This design comes from an exercise in tuning for small area on the open sky130 flow, not from production work. Function was checked by simulation only, so behaviour that the tests miss may differ from the original. Power and IR drop assume default switching activity.

==> flow/design.v (excerpt) <==
module regfile_sb #(
    parameter int unsigned  XLEN     = 32,
    parameter int unsigned  DEPTH    = 32,
    parameter bit           ZERO_REG = 1'b1,
    parameter bit           BYPASS   = 1'b1,
    localparam int unsigned AW       = $clog2(DEPTH)
) (
    input  logic            Clk,
    input  logic            Rst_n,
    input  logic [AW-1:0]   raddr1,
    input  logic [AW-1:0]   raddr2,
    output logic [XLEN-1:0] rdata1,
    output logic [XLEN-1:0] rdata2,
    output logic            rbusy1,
    output logic            rbusy2,
    output logic            stall,
    input  logic            issue_valid,
    input  logic [AW-1:0]   issue_addr,
    input  logic            RegWrite,
    input  logic [AW-1:0]   waddr,
    input  logic [XLEN-1:0] wdata,
    input  logic            flush,
    output logic [AW:0]     pending_cnt
);
    localparam int NGRP = (DEPTH + 2) / 3;   
    logic [XLEN-1:0]  regs_q [DEPTH];        
    logic [XLEN-1:0]  regs_d [1:DEPTH-1];
    logic [DEPTH-1:1] valid_q;
    logic [DEPTH-1:1] pending_q, pending_d;
    logic [AW:0]      cnt_q, cnt_d;
    logic [DEPTH-1:1] wsel, wsel_n, isel;
    logic [DEPTH-1:0] rsel1, rsel2;          
    logic             we, iss, byp1, byp2, inc, dec;
    assign we  = RegWrite && (waddr != '0);
    assign iss = issue_valid && (issue_addr != '0);
    assign byp1 = we && (waddr == raddr1);
    assign byp2 = we && (waddr == raddr2);
    always_comb begin
        rsel1[0] = byp1;
        rsel2[0] = byp2;
        for (int i = 1; i < DEPTH; i++) begin
            wsel[i]   = RegWrite && (waddr == AW'(i));
            wsel_n[i] = !wsel[i];
            isel[i]   = issue_valid && (issue_addr == AW'(i));
            rsel1[i]  = (raddr1 == AW'(i)) && valid_q[i] && !byp1;
            rsel2[i]  = (raddr2 == AW'(i)) && valid_q[i] && !byp2;
        end
    end
    assign regs_q[0] = wdata;
    for (genvar b = 0; b < int'(XLEN); b++) begin : g_bit
        logic [NGRP-1:0] grp1, grp2;
        for (genvar k = 0; k < NGRP; k++) begin : g_grp
            if (3 * k + 2 < int'(DEPTH)) begin : g_3
                regfile_sb_aoi222 u_r1 (
                    .a1(regs_q[3*k][b]),   .a2(rsel1[3*k]),
                    .b1(regs_q[3*k+1][b]), .b2(rsel1[3*k+1]),
  ...
clock: 9.0 ns
lec_check: 0
cap_margin: 20
cell_pad_in_sites_detail_placement: 1
cell_pad_in_sites_global_placement: 2
core_margin: 2
core_utilization: 30
place_density: 0.45
slew_margin: 20
synth_hierarchical: 1
run.sh (not shown) runs the stock make flow with config.mk's settings and CLKGATE_MAP_FILE= SYNTH_SCRIPT=/design/flow/synth_recipe.tcl, a recipe that flattens the netlist after the stock synthesis.
The baseline went through all stages and came out clean.
Rerun with:
--- a/flow/config.mk
+++ b/flow/config.mk
@@ -12,0 +13,3 @@
+export CTS_BUF_LIST = sky130_fd_sc_hd__clkbuf_8
+export CTS_CLUSTER_DIAMETER = 60
+export CTS_CLUSTER_SIZE = 30
What happened: Non-clock buffer count is unchanged; die area is unchanged; total power went down by 9.9%; wire length is about the same; global-route usage is about the same; synthesized area is unchanged; combinational power hardly moves; first-iteration DRC count went down by 0.47%; clock power went down by 24%.

== run A ==
The RTL this note starts from:
==> flow/design.v <==
module regfile_sb_ao22 (
    input  logic a1, a2, b1, b2,
    output logic y
);
    assign y = (a1 & a2) | (b1 & b2);
endmodule
module regfile_sb_aoi222 (
    input  logic a1, a2, b1, b2, c1, c2,
    output logic y
);
    assign y = ~((a1 & a2) | (b1 & b2) | (c1 & c2));
endmodule
module regfile_sb_nand2 (
    input  logic a, b,
    output logic y
);
    assign y = ~(a & b);
endmodule
module regfile_sb_nand11 (
    input  logic [10:0] a,
    output logic        y
);
    assign y = ~&a;
endmodule
module regfile_sb #(
    parameter int unsigned  XLEN     = 32,
    parameter int unsigned  DEPTH    = 32,
    parameter bit           ZERO_REG = 1'b1,
    parameter bit           BYPASS   = 1'b1,
    localparam int unsigned AW       = $clog2(DEPTH)
) (
    input  logic            Clk,
    input  logic            Rst_n,
    input  logic [AW-1:0]   raddr1,
    input  logic [AW-1:0]   raddr2,
    output logic [XLEN-1:0] rdata1,
    output logic [XLEN-1:0] rdata2,
    output logic            rbusy1,
    output logic            rbusy2,
    output logic            stall,
    input  logic            issue_valid,
    input  logic [AW-1:0]   issue_addr,
    input  logic            RegWrite,
    input  logic [AW-1:0]   waddr,
    input  logic [XLEN-1:0] wdata,
    input  logic            flush,
    output logic [AW:0]     pending_cnt
);
    localparam int NGRP = (DEPTH - 1) / 3;   
    logic [XLEN-1:0]  regs_q [1:DEPTH-1];
    logic [XLEN-1:0]  regs_d [1:DEPTH-1];
    logic [DEPTH-1:1] valid_q, valid_d;
    logic [DEPTH-1:1] pending_q, pending_d;
    logic [AW:0]      cnt_q, cnt_d;
    logic [3:0]       r1_lo, r2_lo, w_lo, i_lo;    
    logic [7:0]       r1_hi, r2_hi, w_hi, i_hi;    
    logic [DEPTH-1:1] wsel, wsel_n, isel, dec1, dec2;
    logic [DEPTH-1:1] pw;                        
    logic [DEPTH-1:1] rsel1, rsel2;
    logic             iss, inc, dec, iw_same;
    assign iss = issue_valid && (issue_addr != '0);
    always_comb begin
        r1_lo = 4'b1 << raddr1[1:0];
        r2_lo = 4'b1 << raddr2[1:0];
        w_lo  = 4'b1 << waddr[1:0];
        i_lo  = 4'b1 << issue_addr[1:0];
        r1_hi = 8'b1 << raddr1[4:2];
        r2_hi = 8'b1 << raddr2[4:2];
        w_hi  = RegWrite    ? (8'b1 << waddr[4:2])      : 8'b0;
        i_hi  = issue_valid ? (8'b1 << issue_addr[4:2]) : 8'b0;
        for (int i = 1; i < DEPTH; i++) begin
            wsel[i]    = w_lo[i % 4] && w_hi[i / 4];
            wsel_n[i]  = !wsel[i];
            isel[i]    = i_lo[i % 4] && i_hi[i / 4];
            dec1[i]    = r1_lo[i % 4] && r1_hi[i / 4];
            dec2[i]    = r2_lo[i % 4] && r2_hi[i / 4];
            valid_d[i] = valid_q[i] || wsel[i];
            pw[i]      = pending_q[i] && wsel_n[i];
            rsel1[i]   = dec1[i] && valid_d[i];
            rsel2[i]   = dec2[i] && valid_d[i];
        end
    end
    for (genvar b = 0; b < int'(XLEN); b++) begin : g_bit
        logic [NGRP:0] grp1, grp2;
        for (genvar k = 0; k < NGRP; k++) begin : g_grp
            regfile_sb_aoi222 u_r1 (
                .a1(regs_d[3*k+1][b]), .a2(rsel1[3*k+1]),
                .b1(regs_d[3*k+2][b]), .b2(rsel1[3*k+2]),
                .c1(regs_d[3*k+3][b]), .c2(rsel1[3*k+3]),
                .y(grp1[k])
            );
            regfile_sb_aoi222 u_r2 (
                .a1(regs_d[3*k+1][b]), .a2(rsel2[3*k+1]),
                .b1(regs_d[3*k+2][b]), .b2(rsel2[3*k+2]),
                .c1(regs_d[3*k+3][b]), .c2(rsel2[3*k+3]),
                .y(grp2[k])
            );
        end
        regfile_sb_nand2 u_l1 (.a(regs_d[DEPTH-1][b]), .b(rsel1[DEPTH-1]), .y(grp1[NGRP]));
        regfile_sb_nand2 u_l2 (.a(regs_d[DEPTH-1][b]), .b(rsel2[DEPTH-1]), .y(grp2[NGRP]));
        regfile_sb_nand11 u_o1 (.a(grp1), .y(rdata1[b]));
        regfile_sb_nand11 u_o2 (.a(grp2), .y(rdata2[b]));
    end
    assign rbusy1      = |(dec1 & pw);
    assign rbusy2      = |(dec2 & pw);
    assign stall       = rbusy1 || rbusy2;
    assign pending_cnt = cnt_q;
    for (genvar g = 1; g < int'(DEPTH); g++) begin : g_reg
        for (genvar b = 0; b < int'(XLEN); b++) begin : g_bit
            regfile_sb_ao22 u_hold (
                .a1(regs_q[g][b]), .a2(wsel_n[g]),
                .b1(wdata[b]),     .b2(wsel[g]),
                .y(regs_d[g][b])
            );
        end
        always_ff @(posedge Clk) begin
            regs_q[g] <= regs_d[g];
        end
    end
    always_comb begin
        for (int i = 1; i < DEPTH; i++) begin
            pending_d[i] = isel[i] || (pw[i] && !flush);
        end
    end
    always_comb begin
        iw_same = (issue_addr == waddr);
        inc     = iss && !(|(isel & pending_q));
        dec     = !flush && (|(wsel & pending_q)) && !(issue_valid && iw_same);
        if (flush) begin
            cnt_d = {{AW{1'b0}}, iss};
        end else begin
            cnt_d = cnt_q + {{AW{1'b0}}, inc} - {{AW{1'b0}}, dec};
        end
    end
    always_ff @(posedge Clk or negedge Rst_n) begin
        if (!Rst_n) begin
            valid_q   <= '0;
            pending_q <= '0;
            cnt_q     <= '0;
        end else begin
            valid_q   <= valid_d;
            pending_q <= pending_d;
            cnt_q     <= cnt_d;
        end
    end
endmodule
Settings: LEC_CHECK=0, CAP_MARGIN=10, CELL_PAD_IN_SITES_DETAIL_PLACEMENT=1, CELL_PAD_IN_SITES_GLOBAL_PLACEMENT=2, CORE_MARGIN=2, CORE_UTILIZATION=40, CTS_BUF_LIST=sky130_fd_sc_hd__clkbuf_8, CTS_CLUSTER_DIAMETER=50, CTS_CLUSTER_SIZE=16, PLACE_DENSITY=0.5, SLEW_MARGIN=10, SYNTH_HIERARCHICAL=1; clock period 9.0 ns.
standard.sh (not shown) runs the stock make flow with config.mk's settings and CLKGATE_MAP_FILE= SYNTH_SCRIPT=/design/flow/synth_recipe.tcl, a recipe that flattens the netlist after the stock synthesis.
==> flow/flow/run.sh <==
#!/bin/bash
# Standard layout, with two changes to how it is built:
#  * the port buffers are the smallest buffer (buf_1) instead of the default choice;
#  * clock tree synthesis uses small sink clusters driven by clkbuf_4, clkbuf_8 above
#    them, and adds no dummy loads.
# Each tool's full output goes to the ORFS logs under orfs/logs; make's own output to flow.log.
set -euo pipefail
bash standard.sh \
  "BUFFER_PORTS_ARGS=-buffer_cell sky130_fd_sc_hd__buf_1" \
  "CTS_ARGS=-sink_clustering_enable -repair_clock_nets -dont_use_dummy_load -sink_clustering_size 10 -sink_clustering_max_diameter 35 -buf_list {sky130_fd_sc_hd__clkbuf_4 sky130_fd_sc_hd__clkbuf_8} -sink_clustering_buffer sky130_fd_sc_hd__clkbuf_4 -root_buf sky130_fd_sc_hd__clkbuf_8" \
  finish > flow.log 2>&1
Here is what was changed in the inputs of run B compared with run A.
==> flow/flow/run.sh <==
#!/bin/bash
# Standard layout, with two changes to how it is built:
#  * the port buffers are the smallest buffer (buf_1) instead of the default choice;
#  * clock tree synthesis uses small sink clusters driven by clkbuf_4, clkbuf_8 above
#    them, and adds no dummy loads.
# Each tool's full output goes to the ORFS logs under orfs/logs; make's own output to flow.log.
set -euo pipefail
bash standard.sh \
  "BUFFER_PORTS_ARGS=-buffer_cell sky130_fd_sc_hd__buf_1" \
  "CTS_ARGS=-sink_clustering_enable -repair_clock_nets -dont_use_dummy_load -sink_clustering_size 10 -sink_clustering_max_diameter 35 -buf_list sky130_fd_sc_hd__clkbuf_4 sky130_fd_sc_hd__clkbuf_8 -sink_clustering_buffer sky130_fd_sc_hd__clkbuf_4 -root_buf sky130_fd_sc_hd__clkbuf_8" \
  finish > flow.log 2>&1
From run A to run B, synthesized netlist cell count did not move at all. Going from run A to run B, register bit count reported by yosys ~0 delta; xor/xnor share of the synthesized area essentially unchanged; number of library cell types mapped by synthesis has remained practically unchanged; fraction of the mapped netlist area in simple logic gates essentially unchanged; top-level port count now sits at about the same level. Re starting utilization of the core area: no difference whatsoever between run B and run A. Flow for run B halted at clock tree synthesis (4_1_cts), error code STA-0564.
## Diff of input files: run C against run B
==> flow/flow/run.sh <==
#!/bin/bash
# Standard layout, with two changes to how it is built:
#  * the port buffers are the smallest buffer (buf_1) instead of the default choice;
#  * clock tree synthesis uses clkbuf_8 with small sink clusters and adds no dummy loads.
# Each tool's full output goes to the ORFS logs under orfs/logs; make's own output to flow.log.
set -euo pipefail
bash standard.sh \
  "BUFFER_PORTS_ARGS=-buffer_cell sky130_fd_sc_hd__buf_1" \
  "CTS_ARGS=-sink_clustering_enable -repair_clock_nets -dont_use_dummy_load -sink_clustering_size 16 -sink_clustering_max_diameter 50 -buf_list sky130_fd_sc_hd__clkbuf_8" \
  finish > flow.log 2>&1
- Looking at the reports, run C completed the entire flow and the layout it produced met the timing, DRC and antenna checks.
- Run B never completed, since it errored out during clock tree synthesis (4_1_cts).
- From run C to run B, simple-gate share of the synthesized area did not move at all.
- Area share of fa/ha/maj cells after synthesis came out exactly the same in run C and run B.
- As far as sequential area share after synthesis goes, run B and run C are indistinguishable; the numbers are identical.
- Weighted congestion reported at the end of routability-driven placement: run C vs run B, no meaningful difference

separate check: timing with driven ports:
In the flow no input, the clock included, has a driving cell. The finished layouts below were timed again as built, in two steps. Step 1 assumes that a clkbuf_16 drives the clock port and a buf_2 every other input. Step 2 times the ports against the registers' clock, not the clock port: input delays grow and output delays shrink by t, the midpoint of the rising clock arrivals with the driver on. Slacks: ideal / step 1 / step 2; pairs: ideal / step 1.
| run | t, ns | setup WS [ns] | clock arrival spread, ns |
|---|---|---|---|
| the first run of note 1 | 0.825 | 0.435 / 0.408 / 0.408 | 0.026 / 0.026 |
| the second run of note 1 | 0.962 | 0.325 / 0.297 / 0.297 | 0.050 / 0.050 |
| run A | 0.921 | 1.014 / 0.991 / 0.991 | 0.116 / 0.117 |
| run C | 0.915 | 1.094 / 1.072 / 1.072 | 0.083 / 0.083 |
After both steps every run listed still meets setup and hold. For the second run of note 1, which loses most, drivers alone change the setup slack by -0.028 ns; drivers and shift together by -0.028 ns.
